From an optimization exercise on the open Yosys and OpenROAD flow, aimed at small area, a short achievable clock period and few clock cycles per item; shortcuts taken in it are not production practice.
Where RTL was checked, it was by simulation tests only, not by an equivalence proof against the original.

## blue
==> flow/design.v <==
package lacg_pkg;
    localparam int DEF_HISTORY_DEPTH = 8;
    localparam int DEF_NUM_CORES     = 4;
    localparam int LOAD_UNIT         = 100;
    localparam int ALL_LOAD_PER_CORE = 120;
    localparam int DEFAULT_INTERVAL  = 20;
endpackage
module load_average_core_count_governor_top #(
    parameter int HISTORY_DEPTH = lacg_pkg::DEF_HISTORY_DEPTH,
    parameter int NUM_CORES     = lacg_pkg::DEF_NUM_CORES
) (
    input  logic        clk,
    input  logic        rst_n,
    input  logic        evt_valid,
    output logic        evt_ready,
    input  logic [1:0]  evt_func,
    input  logic [9:0]  evt_run_count,
    input  logic [3:0]  evt_cores_online,
    input  logic        evt_offline_pending,
    input  logic        evt_screen_suspended,
    output logic        res_valid,
    input  logic        res_ready,
    output logic [2:0]  res_action,
    output logic        res_cancel_offline,
    output logic        res_start_unpause_timer,
    output logic [22:0] res_next_delay,
    output logic [16:0] res_average_load,
    output logic        res_paused_now,
    output logic        res_boost_now,
    input  logic        cfg_valid,
    output logic        cfg_ready,
    input  logic [2:0]  cfg_index,
    input  logic [15:0] cfg_data
);
    assign cfg_ready = 1'b1;
    logic        en_r;
    logic [3:0]  lo_r;
    logic [2:0]  hi_r;
    logic [15:0] ivl_r;
    logic [3:0]  scale_r;
    logic [9:0]  raise_r;
    logic [9:0]  lower_r;
    always_ff @(posedge clk or negedge rst_n) begin
        if (!rst_n) begin
            en_r    <= 1'b0;
            lo_r    <= 4'd2;
            hi_r    <= 3'd4;
            ivl_r   <= 16'd20;
            scale_r <= 4'd2;
            raise_r <= 10'd200;
            lower_r <= 10'd50;
        end else if (cfg_valid) begin
            case (cfg_index)
                3'd0: en_r    <= cfg_data[0];
                3'd1: lo_r    <= (cfg_data[3:0] == 4'd0) ? 4'd1 : cfg_data[3:0];
                3'd2: hi_r    <= (cfg_data[3:0] > 4'd4) ? 3'd4 : cfg_data[2:0];
                3'd3: ivl_r   <= (cfg_data == 16'd0) ? 16'd20 : cfg_data;
                3'd4: scale_r <= cfg_data[3:0];
                3'd5: raise_r <= cfg_data[9:0];
                3'd6: lower_r <= cfg_data[9:0];
                default: ;
            endcase
        end
    end
    typedef struct packed {
        logic       samp;    
        logic       bst;     
        logic       unp;     
        logic [9:0] run;
        logic [3:0] c;       
        logic       pend;
    } ev_t;
    ev_t  e_q;
    logic ve_q, vp_q, vr_q;
    logic vq_q;
    logic adv, acc;
    assign adv       = !vr_q || res_ready;
    assign acc       = evt_valid && adv;
    assign evt_ready = adv;
    assign res_valid = vr_q;
    always_ff @(posedge clk or negedge rst_n) begin
        if (!rst_n) begin
            ve_q <= 1'b0;
            vp_q <= 1'b0;
            vq_q <= 1'b0;
            vr_q <= 1'b0;
        end else if (adv) begin
            ve_q <= evt_valid;
            vp_q <= ve_q;
            vq_q <= vp_q;
            vr_q <= vq_q;
        end
    end
    always_ff @(posedge clk) begin
        if (adv) begin
            e_q.samp <= (evt_func == 2'd0) && en_r;
            e_q.bst  <= (evt_func == 2'd1) && en_r && !evt_screen_suspended;
            e_q.unp  <= (evt_func == 2'd2);
            e_q.run  <= evt_run_count;
            e_q.c    <= (evt_cores_online == 4'd0) ? 4'd1 : evt_cores_online;
            e_q.pend <= evt_offline_pending;
        end
    end
    logic [9:0]  ring [8];
    logic [2:0]  cnt_q;
    logic        full_q;
    logic [12:0] sum_q;
    logic [9:0]  old;
    logic        upd;
    logic [12:0] su_s, su_c, sum_n;
    assign su_s  = sum_q ^ {3'd0, e_q.run} ^ {3'h7, ~old};
    assign su_c  = {(sum_q[11:0] & {2'd0, e_q.run}) | (sum_q[11:0] & {2'h3, ~old}) |
                    ({2'd0, e_q.run} & {2'h3, ~old}), 1'b1};
    assign sum_n = su_s + su_c;
    assign upd = adv && ve_q && e_q.samp;
    assign old = full_q ? ring[7] : 10'd0;
    always_ff @(posedge clk or negedge rst_n) begin
        if (!rst_n) begin
            cnt_q  <= 3'd0;
            full_q <= 1'b0;
            sum_q  <= 13'd0;
        end else if (upd) begin
            cnt_q  <= cnt_q + 3'd1;
            if (cnt_q == 3'd7) full_q <= 1'b1;
            sum_q  <= sum_n;
        end
    end
    always_ff @(posedge clk) begin
        if (upd) begin
            ring[0] <= e_q.run;
            for (int i = 1; i < 8; i++) ring[i] <= ring[i-1];
        end
    end
    function automatic logic [23:0] mul4(input logic [19:0] a, input logic [3:0] b);
        logic [23:0] r0, r1, r2, r3, s1, c1, s2, c2;
        r0 = b[0] ? {4'd0, a}       : 24'd0;
        r1 = b[1] ? {3'd0, a, 1'd0} : 24'd0;
        r2 = b[2] ? {2'd0, a, 2'd0} : 24'd0;
        r3 = b[3] ? {1'd0, a, 3'd0} : 24'd0;
        s1 = r0 ^ r1 ^ r2;
        c1 = ((r0 & r1) | (r0 & r2) | (r1 & r2)) << 1;
        s2 = s1 ^ c1 ^ r3;
        c2 = ((s1 & c1) | (s1 & r3) | (c1 & r3)) << 1;
        mul4 = s2 + c2;
    endfunction
    logic [23:0] lc_full, y_full;
    logic [3:0]  sel;
    assign lc_full = mul4({10'd0, lower_r}, e_q.c);
    assign y_full  = mul4({4'd0, ivl_r}, e_q.c);
    assign sel     = (scale_r == 4'd0) ? e_q.c : scale_r;
    typedef struct packed {
        logic        samp;
        logic        bst;
        logic        unp;
        logic        pend;
        logic        hgc;    
        logic        c1;     
        logic        logc;   
        logic [1:0]  cl;     
        logic [13:0] lc;     
        logic [19:0] y;      
        logic        neg0, one0, two0;
        logic        neg1, one1, two1;
        logic        d2;
    } p_t;
    p_t p_q;
    always_ff @(posedge clk) begin
        if (adv) begin
            p_q.samp <= e_q.samp;
            p_q.bst  <= e_q.bst;
            p_q.unp  <= e_q.unp;
            p_q.pend <= e_q.pend;
            p_q.hgc  <= {1'b0, hi_r} > e_q.c;
            p_q.c1   <= e_q.c == 4'd1;
            p_q.logc <= lo_r < e_q.c;
            p_q.cl   <= e_q.c[1:0];
            p_q.lc   <= lc_full[13:0];
            p_q.y    <= y_full[19:0];
            p_q.neg0 <= sel[1];
            p_q.one0 <= sel[0];
            p_q.two0 <= sel[1] && !sel[0];
            p_q.neg1 <= sel[3];
            p_q.one1 <= sel[2] ^ sel[1];
            p_q.two1 <= (sel[3] && !sel[2] && !sel[1]) || (!sel[3] && sel[2] && sel[1]);
            p_q.d2   <= sel[3];
        end
    end
    logic [16:0] avg;
    logic [17:0] t25;
    logic        a_all;
    logic [23:0] m0, m1, b0, b1, b2, prod;
    logic [22:0] dsat;
    logic [17:0] ta, tb;
    assign ta      = {1'b0, sum_q, 4'd0} ^ {2'd0, sum_q, 3'd0} ^ {5'd0, sum_q};
    assign tb      = (({1'b0, sum_q, 4'd0} & {2'd0, sum_q, 3'd0}) | ({1'b0, sum_q, 4'd0} & {5'd0, sum_q}) |
                      ({2'd0, sum_q, 3'd0} & {5'd0, sum_q})) << 1;
    assign t25     = ta + tb;
    assign avg     = t25[17:1];
    assign a_all   = sum_q >= 13'd39;
    assign m0   = p_q.two0 ? {3'd0, p_q.y, 1'b0} : p_q.one0 ? {4'd0, p_q.y} : 24'd0;
    assign m1   = p_q.two1 ? {3'd0, p_q.y, 1'b0} : p_q.one1 ? {4'd0, p_q.y} : 24'd0;
    assign b0   = p_q.neg0 ? ~m0 : m0;
    assign b1   = {(p_q.neg1 ? ~m1[21:0] : m1[21:0]), 1'b0, p_q.neg0};
    assign b2   = {(p_q.d2 ? p_q.y : 20'd0), 1'b0, p_q.neg1, 2'd0};
    logic [23:0] bs, bc;
    assign bs   = b0 ^ b1 ^ b2;
    assign bc   = {((b0 & b1) | (b0 & b2) | (b1 & b2)), 1'b0};
    assign prod = bs + bc;
    typedef struct packed {
        logic        samp;
        logic        bst;
        logic        unp;
        logic        pend;
        logic        hgc;
        logic        c1;
        logic        all;    
        logic        logc;   
        logic [1:0]  cl;     
        logic [13:0] lc;     
        logic [16:0] avg;
        logic [23:0] prod;
    } q_t;
    q_t   q_q;
    always_ff @(posedge clk) begin
        if (adv) begin
            q_q.samp <= p_q.samp;
            q_q.bst  <= p_q.bst;
            q_q.unp  <= p_q.unp;
            q_q.pend <= p_q.pend;
            q_q.hgc  <= p_q.hgc;
            q_q.c1   <= p_q.c1;
            q_q.all  <= a_all && p_q.hgc;
            q_q.logc <= p_q.logc;
            q_q.cl   <= p_q.cl;
            q_q.lc   <= p_q.lc;
            q_q.avg  <= avg;
            q_q.prod <= prod;
        end
    end
    logic [18:0] r1, r2, xs1, xc1, x_raise;
    logic        c_raise, c_lower;
    assign r1      = q_q.cl[0] ? ~{9'd0, raise_r} : 19'h7FFFF;
    assign r2      = q_q.cl[1] ? ~{8'd0, raise_r, 1'b0} : 19'h7FFFF;
    assign xs1     = {2'd0, q_q.avg} ^ r1 ^ r2;
    assign xc1     = {(({2'd0, q_q.avg} & r1) | ({2'd0, q_q.avg} & r2) | (r1 & r2)), 1'b0};
    assign x_raise = xs1 + xc1 + 19'd2;
    assign c_raise = !x_raise[18];
    assign c_lower = q_q.avg <= {3'd0, q_q.lc};
    assign dsat = q_q.prod[23] ? 23'h7FFFFF : q_q.prod[22:0];
    logic        paused_q, boost_q;
    logic        paused_n, boost_n;
    logic [2:0]  act_n;
    logic        can_n, tmr_n, d_ivl, d_sat;
    always_comb begin
        paused_n = paused_q;
        boost_n  = boost_q;
        act_n    = 3'd0;
        can_n    = 1'b0;
        tmr_n    = 1'b0;
        d_ivl    = 1'b0;
        d_sat    = 1'b0;
        if (q_q.samp) begin
            if (q_q.all) begin
                paused_n = 1'b1;
                can_n    = q_q.pend;
                act_n    = 3'd1;
            end else if (paused_q) begin
                act_n    = 3'd4;
                d_ivl    = 1'b1;
            end else if ((c_raise && q_q.hgc)) begin
                can_n    = q_q.pend;
                act_n    = 3'd2;
            end else begin
                d_sat    = 1'b1;
                if ((c_lower && q_q.logc)) begin
                    boost_n = 1'b0;
                    if (!q_q.pend) act_n = 3'd3;
                end
            end
        end else if (q_q.bst) begin
            if (!boost_q && q_q.hgc) begin
                boost_n = 1'b1;
                if (q_q.c1) begin
                    can_n    = 1'b1;
                    paused_n = 1'b1;
                    act_n    = 3'd2;
                    tmr_n    = 1'b1;
                end else if (q_q.pend) begin
                    can_n    = 1'b1;
                    paused_n = 1'b1;
                    tmr_n    = 1'b1;
                    d_ivl    = 1'b1;
                end
            end
        end else if (q_q.unp) begin
            paused_n = 1'b0;
        end
    end
    always_ff @(posedge clk or negedge rst_n) begin
        if (!rst_n) begin
            paused_q <= 1'b1;
            boost_q  <= 1'b0;
        end else if (adv && vq_q) begin
            paused_q <= paused_n;
            boost_q  <= boost_n;
        end
    end
    logic [2:0]  act_q;
    logic        can_q, tmr_q;
    logic [22:0] dly_q;
    logic [16:0] avg_q;
    always_ff @(posedge clk) begin
        if (adv) begin
            act_q <= act_n;
            can_q <= can_n;
            tmr_q <= tmr_n;
            dly_q <= d_sat ? dsat : d_ivl ? {7'd0, ivl_r} : 23'd0;
            avg_q <= q_q.avg;
        end
    end
    assign res_action              = act_q;
    assign res_cancel_offline      = can_q;
    assign res_start_unpause_timer = tmr_q;
    assign res_next_delay          = dly_q;
    assign res_average_load        = avg_q;
    assign res_paused_now          = paused_q;
    assign res_boost_now           = boost_q;
endmodule
==> flow/config.mk <==
export PLATFORM = sky130hd
export DESIGN_NAME = load_average_core_count_governor_top
export DESIGN_NICKNAME = load_average_core_count_governor_top
export VERILOG_FILES = /design/flow/design.v
export SDC_FILE = /design/flow/constraint.sdc
export NUM_CORES = 4
export LEC_CHECK = 0
export CAP_MARGIN = 20
export CORE_MARGIN = 2
export CORE_UTILIZATION = 40
export CTS_CLUSTER_DIAMETER = 100
export CTS_CLUSTER_SIZE = 20
export SETUP_SLACK_MARGIN = 3.4
export SLEW_MARGIN = 20
export TNS_END_PERCENT = 5
==> flow/constraint.sdc <==
create_clock -name core_clock -period 6.5 [get_ports {clk}]
set_input_delay 1.3000 -clock core_clock [delete_from_list [all_inputs] [get_ports {clk}]]
set_output_delay 1.3000 -clock core_clock [all_outputs]
set_load 0.01 [all_outputs]
run.sh (not shown) runs the stock make flow with config.mk's settings and CLKGATE_MAP_FILE= SYNTH_SCRIPT=/design/flow/synth_recipe.tcl, a recipe that flattens the netlist after the stock synthesis.
Changes in purple relative to blue:
--- a/flow/design.v
+++ b/flow/design.v
@@ -185,20 +185,33 @@
             p_q.d2   <= sel[3];
         end
     end
     logic [16:0] avg;
     logic [17:0] t25;
-    logic        a_all;
+    logic [19:0] x_raise, x_lower;
+    logic        a_all, c_raise, c_lower;
     logic [23:0] m0, m1, b0, b1, b2, prod;
     logic [22:0] dsat;
-    logic [17:0] ta, tb;
-    assign ta      = {1'b0, sum_q, 4'd0} ^ {2'd0, sum_q, 3'd0} ^ {5'd0, sum_q};
-    assign tb      = (({1'b0, sum_q, 4'd0} & {2'd0, sum_q, 3'd0}) | ({1'b0, sum_q, 4'd0} & {5'd0, sum_q}) |
-                      ({2'd0, sum_q, 3'd0} & {5'd0, sum_q})) << 1;
-    assign t25     = ta + tb;
+    logic [19:0] ta, tb, r1, r2, xs1, xc1, xs2, xc2, ys, yc;
+    assign ta      = {2'd0, {1'b0, sum_q, 4'd0} ^ {2'd0, sum_q, 3'd0} ^ {5'd0, sum_q}};
+    assign tb      = {2'd0, (({1'b0, sum_q, 4'd0} & {2'd0, sum_q, 3'd0}) | ({1'b0, sum_q, 4'd0} & {5'd0, sum_q}) |
+                             ({2'd0, sum_q, 3'd0} & {5'd0, sum_q})) << 1};
+    assign t25     = ta[17:0] + tb[17:0];
     assign avg     = t25[17:1];
+    assign r1      = p_q.cl[0] ? ~{9'd0, raise_r, 1'b0} : 20'hFFFFF;
+    assign r2      = p_q.cl[1] ? ~{8'd0, raise_r, 2'd0} : 20'hFFFFF;
+    assign xs1     = ta ^ tb ^ r1;
+    assign xc1     = {((ta & tb) | (ta & r1) | (tb & r1)), 1'b1};
+    assign xs2     = xs1 ^ xc1 ^ r2;
+    assign xc2     = {((xs1 & xc1) | (xs1 & r2) | (xc1 & r2)), 1'b1};
+    assign x_raise = xs2 + xc2;
+    assign ys      = ta ^ tb ^ ~{5'd0, p_q.lc, 1'b1};
+    assign yc      = {((ta & tb) | (ta & ~{5'd0, p_q.lc, 1'b1}) | (tb & ~{5'd0, p_q.lc, 1'b1})), 1'b0};
+    assign x_lower = ys + yc;
     assign a_all   = sum_q >= 13'd39;
+    assign c_raise = !x_raise[19];
+    assign c_lower = x_lower[19];
     assign m0   = p_q.two0 ? {3'd0, p_q.y, 1'b0} : p_q.one0 ? {4'd0, p_q.y} : 24'd0;
     assign m1   = p_q.two1 ? {3'd0, p_q.y, 1'b0} : p_q.one1 ? {4'd0, p_q.y} : 24'd0;
     assign b0   = p_q.neg0 ? ~m0 : m0;
     assign b1   = {(p_q.neg1 ? ~m1[21:0] : m1[21:0]), 1'b0, p_q.neg0};
     assign b2   = {(p_q.d2 ? p_q.y : 20'd0), 1'b0, p_q.neg1, 2'd0};
@@ -212,13 +225,12 @@
         logic        unp;
         logic        pend;
         logic        hgc;
         logic        c1;
         logic        all;    
-        logic        logc;   
-        logic [1:0]  cl;     
-        logic [13:0] lc;     
+        logic        one;    
+        logic        low;    
         logic [16:0] avg;
         logic [23:0] prod;
     } q_t;
     q_t   q_q;
     always_ff @(posedge clk) begin
@@ -228,26 +240,16 @@
             q_q.unp  <= p_q.unp;
             q_q.pend <= p_q.pend;
             q_q.hgc  <= p_q.hgc;
             q_q.c1   <= p_q.c1;
             q_q.all  <= a_all && p_q.hgc;
-            q_q.logc <= p_q.logc;
-            q_q.cl   <= p_q.cl;
-            q_q.lc   <= p_q.lc;
+            q_q.one  <= c_raise && p_q.hgc;
+            q_q.low  <= c_lower && p_q.logc;
             q_q.avg  <= avg;
             q_q.prod <= prod;
         end
     end
-    logic [18:0] r1, r2, xs1, xc1, x_raise;
-    logic        c_raise, c_lower;
-    assign r1      = q_q.cl[0] ? ~{9'd0, raise_r} : 19'h7FFFF;
-    assign r2      = q_q.cl[1] ? ~{8'd0, raise_r, 1'b0} : 19'h7FFFF;
-    assign xs1     = {2'd0, q_q.avg} ^ r1 ^ r2;
-    assign xc1     = {(({2'd0, q_q.avg} & r1) | ({2'd0, q_q.avg} & r2) | (r1 & r2)), 1'b0};
-    assign x_raise = xs1 + xc1 + 19'd2;
-    assign c_raise = !x_raise[18];
-    assign c_lower = q_q.avg <= {3'd0, q_q.lc};
     assign dsat = q_q.prod[23] ? 23'h7FFFFF : q_q.prod[22:0];
     logic        paused_q, boost_q;
     logic        paused_n, boost_n;
     logic [2:0]  act_n;
     logic        can_n, tmr_n, d_ivl, d_sat;
@@ -265,16 +267,16 @@
                 can_n    = q_q.pend;
                 act_n    = 3'd1;
             end else if (paused_q) begin
                 act_n    = 3'd4;
                 d_ivl    = 1'b1;
-            end else if ((c_raise && q_q.hgc)) begin
+            end else if (q_q.one) begin
                 can_n    = q_q.pend;
                 act_n    = 3'd2;
             end else begin
                 d_sat    = 1'b1;
-                if ((c_lower && q_q.logc)) begin
+                if (q_q.low) begin
                     boost_n = 1'b0;
                     if (!q_q.pend) act_n = 3'd3;
                 end
             end
         end else if (q_q.bst) begin
==> comparison <==
- purple — pin count of the biggest net entering global routing 21 lower, blue as reference
- [compare] base=blue new=purple: total die area +about 2%, fraction of synthesized area in multiplexers ~0 delta, number of cells traversed by the worst register-to-register path ~0 delta.
- Reported for purple and blue, first-pass iteration count of the detailed router turned out identical to the last digit.
- Compared with blue, purple shows a final worst slack that is 0.20 ns higher.
- Diff purple and blue: detailed-route wire length higher in purple
- purple vs blue: routability-driven placement congestion ratio down
Testbench counts of purple, summed over its fixed seeds: cycles 12,192, events 12,000.
The RTL of blue was laid out without a check of its function.

[static timing again, ports no longer ideal]
The results above use ideal ports. As a check the final layouts listed here were re-extracted and re-timed, cells and wires unchanged.
Step 1, drivers: a clkbuf_16 drives clk and a buf_2 each remaining input, both assumed.
Step 2 also shifts input and output timing later by t, the mid clock arrival at the registers, as if the neighbouring blocks saw the same clock.
Slacks: no drivers / after step 1 / after step 2; pairs: no drivers / after step 1.
run | t (ns) | setup slack, ns | clock arrival spread, ns | worst data-port slew with drivers (ns)
blue | 0.593 | 2.740 / 2.740 / 2.511 | 0.023 / 0.023 | 0.06
purple | 0.591 | 2.938 / 2.938 / 2.884 | 0.024 / 0.024 | 0.04
After both steps every run listed still meets setup and hold. For blue, which loses most, drivers alone change the setup slack by 0.000 ns; drivers and shift together by -0.229 ns.
